This design comes from an exercise in tuning for small area on the open sky130 flow, not from production work.
Only simulation tests tie the RTL to the original design; equivalence was not proved.
The clock port is modelled as an ideal driver; clocking choices that lean on that would not hold on a real chip.
Power and IR drop assume default switching activity.

`flow/design.v`:
```
module prb_ao22 (input logic a, b, c, d, output logic y);
   assign y = (a & b) | (c & d);
endmodule
module prb_aoi222 (input logic a, b, c, d, e, f, output logic y);
   assign y = ~((a & b) | (c & d) | (e & f));
endmodule
module prb_nand2 (input logic a, b, output logic y);
   assign y = ~(a & b);
endmodule
module prb_nand3 (input logic a, b, c, output logic y);
   assign y = ~(a & b & c);
endmodule
module prb_or2 (input logic a, b, output logic y);
   assign y = a | b;
endmodule
module prb_inv (input logic a, output logic y);
   assign y = ~a;
endmodule
module prb_rowsel (
   input  logic [15:0] sel,
   input  logic [15:0] d,
   output logic        q
);
   logic [5:0] g;
   logic [1:0] h;
   for (genvar k = 0; k < 5; k++) begin : g_grp
      prb_aoi222 u (.a(sel[3*k]), .b(d[3*k]), .c(sel[3*k+1]), .d(d[3*k+1]),
                    .e(sel[3*k+2]), .f(d[3*k+2]), .y(g[k]));
   end
   prb_nand2 u_last (.a(sel[15]), .b(d[15]), .y(g[5]));
   prb_nand3 u_h0 (.a(g[0]), .b(g[1]), .c(g[2]), .y(h[0]));
   prb_nand3 u_h1 (.a(g[3]), .b(g[4]), .c(g[5]), .y(h[1]));
   prb_or2   u_o  (.a(h[0]), .b(h[1]), .y(q));
endmodule
module prb_portsel (
   input  logic [3:0] sel,
   input  logic [3:0] d,
   input  logic       hold,
   input  logic       q,
   output logic       y
);
   logic n0, n1, n2;
   prb_aoi222 u0 (.a(sel[0]), .b(d[0]), .c(sel[1]), .d(d[1]), .e(sel[2]), .f(d[2]), .y(n0));
   prb_nand2  u1 (.a(sel[3]), .b(d[3]), .y(n1));
   prb_nand2  u2 (.a(hold), .b(q), .y(n2));
   prb_nand3  u3 (.a(n0), .b(n1), .c(n2), .y(y));
endmodule
module para_ram_banked #(
   parameter int ADDR_WIDTH = 6,
   parameter int DATA_WIDTH = 24,
   parameter int NUM_PORTS  = 2,
   parameter int BANK_BITS  = 2
) (
   input  logic                            clk,
   input  logic                            rst_n,
   input  logic [NUM_PORTS-1:0]            req,
   input  logic [NUM_PORTS-1:0]            we,
   input  logic [NUM_PORTS*ADDR_WIDTH-1:0] addr,
   input  logic [NUM_PORTS*DATA_WIDTH-1:0] wdata,
   input  logic [NUM_PORTS*(DATA_WIDTH/8)-1:0] wmask,
   output logic [NUM_PORTS-1:0]            gnt,
   output logic [NUM_PORTS-1:0]            rvalid,
   output logic [NUM_PORTS*DATA_WIDTH-1:0] rdata,
   output logic                            init_busy
);
   localparam int NB    = 4;
   localparam int ROWS  = 16;
   localparam int LANES = 3;
   localparam int DW    = 24;
   logic            state_q;    
   logic [3:0]      cnt_q;
   logic [NB-1:0]   ptr_q;
   logic [1:0]      rvalid_q;
   logic [2*DW-1:0] rdata_q;
   logic [NB*ROWS*DW-1:0] mem_q;
   logic            run, clr;
   logic [1:0]      bk0, bk1;
   logic [3:0]      rw0, rw1, wrow0;
   logic            conflict;
   logic            g0, g1, rd0, rd1;
   assign bk0 = addr[1:0];
   assign rw0 = addr[5:2];
   assign bk1 = addr[7:6];
   assign rw1 = addr[11:8];
   assign clr       = ~state_q;
   assign run       = state_q & rst_n;
   assign init_busy = ~run;
   assign rvalid    = rvalid_q;
   assign rdata     = rdata_q;
   assign conflict = req[0] & req[1] & (bk0 == bk1);
   assign g0  = run & req[0] & ~(conflict & ptr_q[bk0]);
   assign g1  = run & req[1] & ~(conflict & ~ptr_q[bk1]);
   assign gnt = {g1, g0};
   assign rd0 = g0 & ~we[0];
   assign rd1 = g1 & ~we[1];
   assign wrow0 = clr ? cnt_q : rw0;
   logic [ROWS-1:0] d0, d1;
   always_comb
      for (int r = 0; r < ROWS; r++) begin
         d0[r] = wrow0 == 4'(r);
         d1[r] = rw1 == 4'(r);
      end
   logic [NB-1:0]    o0, o1, w0, w1;
   logic [LANES-1:0] wl [NB];
   always_comb
      for (int b = 0; b < NB; b++) begin
         o0[b] = clr | (g0 & (bk0 == 2'(b)));
         o1[b] = g1 & (bk1 == 2'(b));
         w0[b] = g0 & (bk0 == 2'(b)) & we[0];
         w1[b] = o1[b] & we[1];
         for (int l = 0; l < LANES; l++)
            wl[b][l] = clr | (w0[b] & wmask[l]) | (w1[b] & wmask[LANES+l]);
      end
   logic [DW-1:0]   bank_wd [NB];
   logic [DW-1:0]   bank_rd [NB];
   logic [NB*ROWS*DW-1:0] mem_d;
   for (genvar b = 0; b < NB; b++) begin : g_bank
      logic [ROWS-1:0] rsel;
      for (genvar i = 0; i < DW; i++) begin : g_wd
         prb_ao22 u_wd (.a(w0[b]), .b(wdata[i]), .c(w1[b]), .d(wdata[DW+i]), .y(bank_wd[b][i]));
      end
      for (genvar r = 0; r < ROWS; r++) begin : g_row
         prb_ao22 u_rs (.a(o0[b]), .b(d0[r]), .c(o1[b]), .d(d1[r]), .y(rsel[r]));
         for (genvar l = 0; l < LANES; l++) begin : g_lane
            logic en_n, en;
            prb_nand2 u_en (.a(rsel[r]), .b(wl[b][l]), .y(en_n));
            prb_inv   u_ei (.a(en_n), .y(en));
            for (genvar k = 0; k < 8; k++) begin : g_bit
               prb_ao22 u_m (.a(en), .b(bank_wd[b][8*l+k]), .c(en_n), .d(mem_q[(b*ROWS+r)*DW+8*l+k]),
                             .y(mem_d[(b*ROWS+r)*DW+8*l+k]));
            end
         end
      end
      for (genvar i = 0; i < DW; i++) begin : g_rd
         logic [ROWS-1:0] col;
         for (genvar r = 0; r < ROWS; r++) begin : g_col
            assign col[r] = mem_q[(b*ROWS+r)*DW+i];
         end
         prb_rowsel u_rd (.sel(rsel), .d(col), .q(bank_rd[b][i]));
      end
   end
   logic [NB-1:0]   ps0, ps1;
   logic            h0, h1;
   logic [2*DW-1:0] rdata_d;
   always_comb
      for (int b = 0; b < NB; b++) begin
         ps0[b] = rd0 & (bk0 == 2'(b));
         ps1[b] = rd1 & (bk1 == 2'(b));
      end
   assign h0 = rst_n & ~rd0;
   assign h1 = rst_n & ~rd1;
   for (genvar i = 0; i < DW; i++) begin : g_port
      prb_portsel u_p0 (.sel(ps0), .d({bank_rd[3][i], bank_rd[2][i], bank_rd[1][i], bank_rd[0][i]}),
                        .hold(h0), .q(rdata_q[i]), .y(rdata_d[i]));
      prb_portsel u_p1 (.sel(ps1), .d({bank_rd[3][i], bank_rd[2][i], bank_rd[1][i], bank_rd[0][i]}),
                        .hold(h1), .q(rdata_q[DW+i]), .y(rdata_d[DW+i]));
   end
   always_ff @(posedge clk) begin
      rdata_q  <= rdata_d;
      rvalid_q <= {rd1, rd0};
      if (!rst_n) begin
         state_q <= 1'b0;
         cnt_q   <= '0;
         ptr_q   <= '0;
      end else begin
         if (clr) begin
            cnt_q <= cnt_q + 1'b1;
            if (cnt_q == 4'd15) state_q <= 1'b1;
         end
         for (int b = 0; b < NB; b++) begin
            if (g0 && bk0 == 2'(b)) ptr_q[b] <= 1'b1;
            if (o1[b]) ptr_q[b] <= 1'b0;
         end
      end
   end
   always_ff @(posedge clk)
      mem_q <= mem_d;
endmodule
```
`flow/flow/run.sh`:
```
#!/bin/bash
# The standard layout (standard.sh), with these changes:
#  - ports are buffered with the smallest buffer (buf_1) instead of the default choice;
#  - clock tree synthesis uses clkbuf_8 buffers and inserts no dummy loads;
#  - the repair steps insert only small buffers (flow/small_bufs.tcl).
# The make output goes to flow.log; each ORFS step keeps its own log under orfs/logs/.
set -euo pipefail
export BUFFER_PORTS_ARGS="-buffer_cell sky130_fd_sc_hd__buf_1"
export CTS_ARGS="-sink_clustering_enable -repair_clock_nets -buf_list sky130_fd_sc_hd__clkbuf_8 -sink_clustering_size 16 -sink_clustering_max_diameter 60 -dont_use_dummy_load"
hook=$PWD/flow/small_bufs.tcl
export PRE_FLOORPLAN_TCL=$hook PRE_GLOBAL_PLACE_TCL=$hook PRE_RESIZE_TCL=$hook PRE_CTS_TCL=$hook
export PRE_GLOBAL_ROUTE_TCL=$hook PRE_REPAIR_TIMING_POST_PLACE_TCL=$hook PRE_DETAIL_ROUTE_TCL=$hook
bash standard.sh > flow.log 2>&1
```
`flow/flow/small_bufs.tcl`:
```
# Repair (slew, capacitance, timing) buffers: only the small buffers buf_1 and buf_2.
set_dont_use [get_lib_cells {sky130_fd_sc_hd__buf_4 sky130_fd_sc_hd__buf_6 sky130_fd_sc_hd__buf_8 sky130_fd_sc_hd__buf_12 sky130_fd_sc_hd__buf_16 sky130_fd_sc_hd__bufbuf_8 sky130_fd_sc_hd__bufbuf_16}]
```
`flow/standard.sh`:
```
#!/bin/bash
# synth_recipe.tcl (not shown) runs the flow's synth.tcl, then flattens the netlist and writes it again
# the make line also repeats each setting of config.mk as NAME=value (left out here)
make -C /OpenROAD-flow-scripts/flow DESIGN_CONFIG=/design/flow/config.mk WORK_HOME=/design/flow/orfs CLKGATE_MAP_FILE= SYNTH_SCRIPT=/design/flow/synth_recipe.tcl "${@:-finish}"
```
`flow/config.mk`:
```
export PLATFORM = sky130hd
export DESIGN_NAME = para_ram_banked
export DESIGN_NICKNAME = para_ram_banked
export VERILOG_FILES = /design/flow/design.v
export SDC_FILE = /design/flow/constraint.sdc
export NUM_CORES = 4
export LEC_CHECK = 0
export CAP_MARGIN = 10
export CORE_MARGIN = 2
export CORE_UTILIZATION = 78
export GPL_TIMING_DRIVEN = 0
export PLACE_DENSITY = 0.86
export SLEW_MARGIN = 10
export SYNTH_HIERARCHICAL = 1
```
`flow/constraint.sdc`:
```
create_clock -name core_clock -period 6.0 [get_ports {clk}]
set_input_delay 1.2000 -clock core_clock [delete_from_list [all_inputs] [get_ports {clk}]]
set_output_delay 1.2000 -clock core_clock [all_outputs]
set_load 0.01 [all_outputs]
```
==> out/results.ini, run 1 <==
[run_status]
outcome = complete, no violations

[critical_path]
cp-start-kind = primary input
cpMaxStageDelayCell = a22o_1
critPathMaxStageDelay_ns = 0.73
path_cells = buf_1, mux4_2, o41ai_4, nor2_1, a22o_1, a222oi_1, nand3_1, or2_1, a222oi_1, nand3_1
crit_required_ns = 6.65
crit_fanout = 27
cp.arrival_ns = 5.89
crit_type = primary input to register
endpoint_kind = register

[clock_network]
ctsResizeCount = 0
cts_made_buffers = 112
cts_setup_buffers = 0
clkTransAtPathRegs_ns = 0.10
cts_hold_buf = 0
clock_latency_ns = 0.81
cts_tree = yes
cts.sinks = 1595

[floorplan]
num_rows = 99
io_pins = 125
initial_core_util_pct = 78.6
core_um2 = 72700
die_x_um = 275
fp.dieH_um = 275
die_area_um2 = 75500

[timing]
drv_slew = 0
final-setup-viol-count = 0
hold_ws_ns = 0.474
finalHoldViolCount = 0
slew_headroom_pct = 4.81
post-route-min-period_ns = 5.24
max_freq_mhz = 191
fin_crit_sh_pct = 87.3
rsz0062_at_grt = no
fin_tns_setup_ns = 0
tightest_slew_ns = 1.43
fin_skew_ns = 0.109
setup_ws_ns = 0.762

[synthesis]
yosys_register_bits = 1595
syn_avg_cell_area_um2 = 11.6
ys_types = 42
syn_area_um2 = 57200
ys_warn_count = 11
async_flop_share_pct = 0
synth-edff-count = 0
synthFlopType = dfxtp_1
syn_inst = 4925
yosysSeqAreaShare_pct = 55.9
syn-num-nets = 4998

[global_route]
grt_pass1_wl_um = 279000
grt_max_degree = 28
antenna_found_initial = 21
overflow = 0
grt_pass1_vias = 46144
grt_usage_pct = 47.8

[job]
cap_violations = 0

[place]
dp_hpwl_um = 127000
dp_slack_ns = 0.211
port_buffers = 121
dpl-instance-area_um2 = 59000
place_congestion = 1.04
dp_cells = 6036

[detailed_routing]
remaining_drc_errors = 0
wl_per_cell_um = 30.7
drt_iter0_markers = 9686
drt-total-wl_um = 189000
vias = 49964
dr.pass1.iters = 11
vias_per_cell = 8.11
antenna_left = 0

[final_layout]
syn_to_final_growth_pct = 6.10
fin_cells = 6163
drive_above_1_share_pct = 3.52
nNetsFinal = 5268
final_core_util_pct = 83.4
finalInstanceArea_um2 = 60600
nFillCells = 4204

[power_and_ir_drop]
internal_power_mw = 12.3
swShare_pct = 23.2
max-vdd-ir-drop_mv = 0.319
seqPwrFrac_pct = 66.1
leakage_nw = 24.2
powerDensity_nw_per_um2 = 264
clockPowerShare_pct = 30.4
comb_power_share_pct = 3.5
finalPower_mw = 16.0
p_switching_mw = 3.72

[hold_path]
min_path_type = register to register

## flip-flops by register name, indices dropped and copies added (netlist names)
name      count
mem_q      1536
rdata_q      48
cnt_q         4
ptr_q         4
rvalid_q      2
state_q       1
## cell type report
type | instances | area [um^2] | share of cell area [%]
Sequential cell | 1595 | 31900 | 52.7
Inverter | 200 | 751 | 1.24
Multi-Input combinational cell | 3111 | 24400 | 40.3
Clock buffer | 112 | 1540 | 2.54
Tap cell | 959 | 1200 | 1.98
Buffer | 19 | 100 | 0.165
Timing Repair Buffer | 156 | 656 | 1.08
Antenna cell | 11 | 27.5 | 0.0454
## worst paths after layout
| path | from | to | slack, ns | cells after the start |
|---|---|---|---|---|
| hold / removal | mem_q[214] | mem_q[214] | 0.47 | 1 |
| setup / recovery | addr[6] | rdata_q[43] | 0.76 | 10 |
| setup reg to reg | state_q | rdata_q[10] | 1.06 | 11 |
| hold reg to reg | mem_q[214] | mem_q[214] | 0.47 | 1 |
## critical path, delay by kind of cell
family                 cells  cell delay, ns
buffers and inverters      1            0.27
multiplexers               1            0.60
AND/OR/NAND/NOR            4            1.37
AO/OA/AOI/OAI              4            2.42
## per-module statistics from Yosys (local to each module, per instance), excerpt
module / area (um^2) / cells / flops+latches
prb_or2: 6.26 / 1 / 0
prb_aoi222: 10.0 / 1 / 0
prb_ao22: 8.76 / 1 / 0
prb_nand2: 3.75 / 1 / 0
prb_nand3: 5.00 / 1 / 0
para_ram_banked: 33100 / 1789 / 1595
prb_inv: 3.75 / 1 / 0
## power by group through the flow
stage | clock network [mW] | registers (mW) | logic (mW)
floorplan | 0 | 10.8 | 0.277
finish | 4.86 | 10.6 | 0.567
global placement | 0 | 10.8 | 0.499
CTS | 4.82 | 10.6 | 0.514
detailed placement | 0 | 10.8 | 0.512
global route | 5.22 | 10.6 | 0.574
## layer usage
layer  global-route usage, %  vias up  wire length, um  part of all wire [%]
met1                    61.1    23996            67800                    36
met5                    1.57        -              308                  0.16
li1                        -    21114                -                     -
met4                    29.8       28            13400                   7.1
met3                    18.2      747            29000                    15
met2                    68.2     4079            78900                    42
## cell usage in the layout (no fill, tap or decap), drive strengths merged, types with 4 or more instances in the layout
cell,Yosys,routed
a22o,1696,1696
dfxtp,1595,1595
a222oi,528,528
nand2,394,394
nand3,255,255
inv,200,200
buf,10,163
clkbuf,9,124
or2,98,98
nor2,49,49
o211ai,12,12
nor3,12,12
diode,0,11
nand2b,9,9
and2,9,9
nand4,5,5
xnor2,4,4
nor2b,4,4
a31oi,4,4
## kinds of logic after synthesis
group / after synthesis / share of synthesized area, %
flops: 1595 / 55.9
mux: 3 / 0.0963
simple gates: 844 / 6.74
fa+ha+maj: 1 / 0.0219
xor+xnor: 6 / 0.0919
buf+inv: 219 / 1.49
compound gates: 2257 / 35.7
## Yosys cell counts, types with 2 or more instances
library cell  count  share of area [%]
buf_1             3              0.020
and3_1            2              0.022
o211ai_1         12               0.16
nor2_1           49               0.32
nor3_1           12               0.11
o31ai_1           2              0.026
a31oi_1           4              0.044
buf_6             2              0.039
inv_1           200                1.3
o221a_2           3              0.059
a22o_1         1696                 26
nand2b_1          9              0.099
or2_1            97                1.1
o21ai_0           3              0.026
nand4b_1          3              0.046
nand2_1         394                2.6
nand3_1         255                2.2
buf_4             3              0.039
xor2_1            2              0.031
dfxtp_1        1595                 56
a222oi_1        528                9.2
a21oi_1           3              0.026
buf_2             2              0.018
clkbuf_1          9              0.059
xnor2_1           4              0.061
mux4_2            2              0.079
and2_1            9              0.099
nand4_1           5              0.055
nor2b_1           4              0.044
==> inputs of run 2 (changes only) <==
--- a/flow/flow/run.sh
+++ b/flow/flow/run.sh
@@ -8,3 +8,3 @@
 export BUFFER_PORTS_ARGS="-buffer_cell sky130_fd_sc_hd__buf_1"
-export CTS_ARGS="-sink_clustering_enable -repair_clock_nets -buf_list sky130_fd_sc_hd__clkbuf_8 -sink_clustering_size 16 -sink_clustering_max_diameter 60 -dont_use_dummy_load"
+export CTS_ARGS="-sink_clustering_enable -repair_clock_nets -buf_list sky130_fd_sc_hd__clkbuf_8 -sink_clustering_size 18 -sink_clustering_max_diameter 60 -dont_use_dummy_load"
 hook=$PWD/flow/small_bufs.tcl
--- a/flow/config.mk
+++ b/flow/config.mk
@@ -9,5 +9,5 @@
 export CORE_MARGIN = 2
-export CORE_UTILIZATION = 78
+export CORE_UTILIZATION = 70
 export GPL_TIMING_DRIVEN = 0
-export PLACE_DENSITY = 0.86
+export PLACE_DENSITY = 0.78
 export SLEW_MARGIN = 10
==> run 2 against run 1 <==
Global-route usage is 4.4 points lower; count of clock-buffer cells in the layout decreased by 7; area after synthesis stayed put; sequential cell count unchanged; via count is 0.92% lower; cell area grew 0.15%; synthesized cell count stayed put; critical path depth unchanged.
==> out/results.ini, run 2 <==
[run_status]
outcome = complete, no violations

[synthesis]
synth_top_cell_by_area = dfxtp_1
syn_inst = 4925
ys_warn_count = 11
yosysMostFrequentCell = a22o_1
syn_avg_cell_area_um2 = 11.6
syn_area_um2 = 57200
synthFlopType = dfxtp_1
syn-num-nets = 4998
synth_top_area_share_pct = 55.9
ys_types = 42
yosys_register_bits = 1595
synth.area.top_cells = dfxtp_1, a22o_1, a222oi_1
netlist_top_cells_count = a22o_1, dfxtp_1, a222oi_1, nand2_1, nand3_1
synth-edff-count = 0
yosysSeqAreaShare_pct = 55.9
async_flop_share_pct = 0

[floorplan]
die_x_um = 290
core_um2 = 80700
initial_core_util_pct = 70.8
die_area_um2 = 84000
num_rows = 104
io_pins = 125
fp.dieH_um = 290

[detailed_routing]
vias_per_cell = 7.90
wl_per_cell_um = 30.8
remaining_drc_errors = 0
drt_iter0_markers = 8975
vias = 49504
antenna_left = 0
dr.pass1.iters = 13
drt-total-wl_um = 193000

[place]
dp_cells = 6143
port_buffers = 121
dp_hpwl_um = 127000
dpl-instance-area_um2 = 59200
place_congestion = 1.05

[job]
cap_violations = 0

[critical_path]
cpMaxStageDelayCell = a22o_1
crit_buf_inv = 1
cp.arrival_ns = 5.76
endpoint_kind = register
rr_worst_depth = 11
crit_required_ns = 6.68
crit_type = primary input to register
cp_num_cells = 10
critPathMaxStageDelay_ns = 0.74
crit_fanout = 27
path_cells = buf_1, mux4_2, o41ai_4, nor2_1, a22o_1, a222oi_1, nand3_1, or2_1, a222oi_1, nand3_1
cp_top_family = compound AO/OA/AOI/OAI gates
cp-start-kind = primary input

[timing]
finalHoldViolCount = 0
drv_slew = 0
final-setup-viol-count = 0
rsz0062_at_grt = no
fin_skew_ns = 0.0763
fin_crit_sh_pct = 84.7
slew_headroom_pct = 5.93
max_freq_mhz = 197
hold_ws_ns = 0.474
post-route-min-period_ns = 5.08
tightest_slew_ns = 1.41

[clock_network]
ctsResizeCount = 0
cts_tree = yes
cts_hold_buf = 0
cts_setup_buffers = 0
clock_latency_ns = 0.81
cts.sinks = 1595
cts_made_buffers = 105
clkTransAtPathRegs_ns = 0.12

[final_layout]
nNetsFinal = 5267
layout_commonest_cell = a22o_1
drive_above_1_share_pct = 3.78
finalInstanceArea_um2 = 60700
largest_reg_flops = 1536
top_register = mem_q
top_regs = mem_q: 1536 flops, rdata_q: 48 flops
mostFrequentLayoutCells = a22o_1, dfxtp_1, a222oi_1, nand2_1, nand3_1
syn_to_final_growth_pct = 6.26
fin_cells = 6266

[global_route]
grt_usage_pct = 43.5
grt_pass1_wl_um = 279000
overflow = 0
grt_max_degree = 28
antenna_found_initial = 17
grt_pass1_vias = 44877

[power_and_ir_drop]
max-vdd-ir-drop_mv = 0.264
finalPower_mw = 15.9
p_switching_mw = 3.73
comb_power_share_pct = 3.6
internal_power_mw = 12.2
leakage_nw = 24.2
swShare_pct = 23.4
clockPowerShare_pct = 30.0
seqPwrFrac_pct = 66.4
powerDensity_nw_per_um2 = 262

[hold_path]
min_path_cells = 1
min_path_type = register to register

-- run 2: layout make-up --
class                           instances  area [um^2]
Multi-Input combinational cell       3111        24500
Clock buffer                          105         1450
Antenna cell                           14         35.0
Inverter                              200          751
Tap cell                             1060         1330
Fill cell                            5650        19900
Sequential cell                      1595        31900
Buffer                                 19          100
Timing Repair Buffer                  162          686
-- run 2: through the flow --
step | utilization [%] | TNS, ns | setup WS (ns)
finish | 75.3 | 0 | 0.921
global route | 75.3 | 0 | 0.901
CTS | 75.2 | 0 | 1.15
detailed placement | 73.4 | 0 | 0.313
global placement | 73.1 | -17.37 | -0.339
floorplan | - | 0 | 1.39
-- run 2: final timing paths --
check / start / end / slack [ns]
hold reg to reg: mem_q[481] / mem_q[481] / 0.47
setup / recovery: addr[6] / rdata_q[3] / 0.92
setup reg to reg: state_q / rdata_q[31] / 1.26
hold / removal: mem_q[481] / mem_q[481] / 0.47
-- run 2: logic make-up after synthesis --
group                    synth area share, %
AO/OA/AOI/OAI                           35.7
XOR/XNOR                              0.0919
adder cells (fa/ha/maj)               0.0219
buffers and inverters                   1.49
flip-flops                              55.9
multiplexers                          0.0963
AND/OR/NAND/NOR                         6.74
-- run 2: worst reg2reg max path, stage by stage (launching register included) --
cell,delay [ns]
dfxtp_1,0.42
buf_1,0.36
clkbuf_1,0.42
buf_1,0.41
o31ai_2,0.22
buf_2,0.25
a22o_1,0.70
a222oi_1,0.69
nand3_1,0.20
or2_1,0.33
a222oi_1,0.54
nand3_1,0.12
-- run 2: modules after synthesis (local to each module, per instance), excerpt --
module / flip-flops and latches / cells inside / copies in the design / area, um^2
prb_aoi222: 0 / 1 / 528 / 10.0
prb_ao22: 0 / 1 / 1696 / 8.76
prb_or2: 0 / 1 / 96 / 6.26
prb_inv: 0 / 1 / 192 / 3.75
para_ram_banked: 1595 / 1789 / 1 / 33100
prb_nand2: 0 / 1 / 384 / 3.75
prb_nand3: 0 / 1 / 240 / 5.00
-- run 2: routing by layer --
metal  routed length [um]  vias up  track usage, %
met1                73000    23962            59.8
met5                  149        -               0
met4                10300       12            20.5
met3                29200      624            13.7
li1                     -    21109               -
met2                80400     3797            62.3
-- run 2: power groups by stage --
stage	sequential [mW]	clock [mW]	combinational [mW]
after detailed placement	10.8	0	0.519
after global routing	10.6	5.12	0.571
after floorplan	10.8	0	0.277
after CTS	10.6	4.76	0.519
final	10.6	4.78	0.569
after global placement	10.8	0	0.508

## re-timing with driven ports
The results above use ideal ports. As a check the final layouts listed here were re-extracted and re-timed, cells and wires unchanged.
Step 1 (the two cells are an assumption about what drives the block):
set clk [get_ports {clk}]
set_driving_cell -lib_cell sky130_fd_sc_hd__clkbuf_16 $clk
set_driving_cell -lib_cell sky130_fd_sc_hd__buf_2 [delete_from_list [all_inputs] $clk]
Step 2, shift: input delay + t, output delay - t, t = (earliest + latest rising clock arrival at the registers) / 2. This alone moves slack from input paths to output paths.
Three values: ideal ports, drivers, drivers and shift; two values: the first two.
| run | shift t [ns] | setup WS [ns] | worst hold slack (ns) | slew at the worst register clock pin (ns) | worst slew at a driven data input, ns |
|---|---|---|---|---|---|
| run 1 | 0.832 | 0.762 / 0.766 / -0.066 | 0.474 / 0.474 / 0.474 | 0.11 / 0.11 | 0.15 |
| run 2 | 0.838 | 0.921 / 0.918 / 0.080 | 0.474 / 0.474 / 0.474 | 0.12 / 0.12 | 0.18 |
Met with ideal ports but missed after step 2: setup timing in run 1. The setup slack of run 2, which loses most, moves by -0.003 ns with the drivers and by -0.841 ns with both steps.
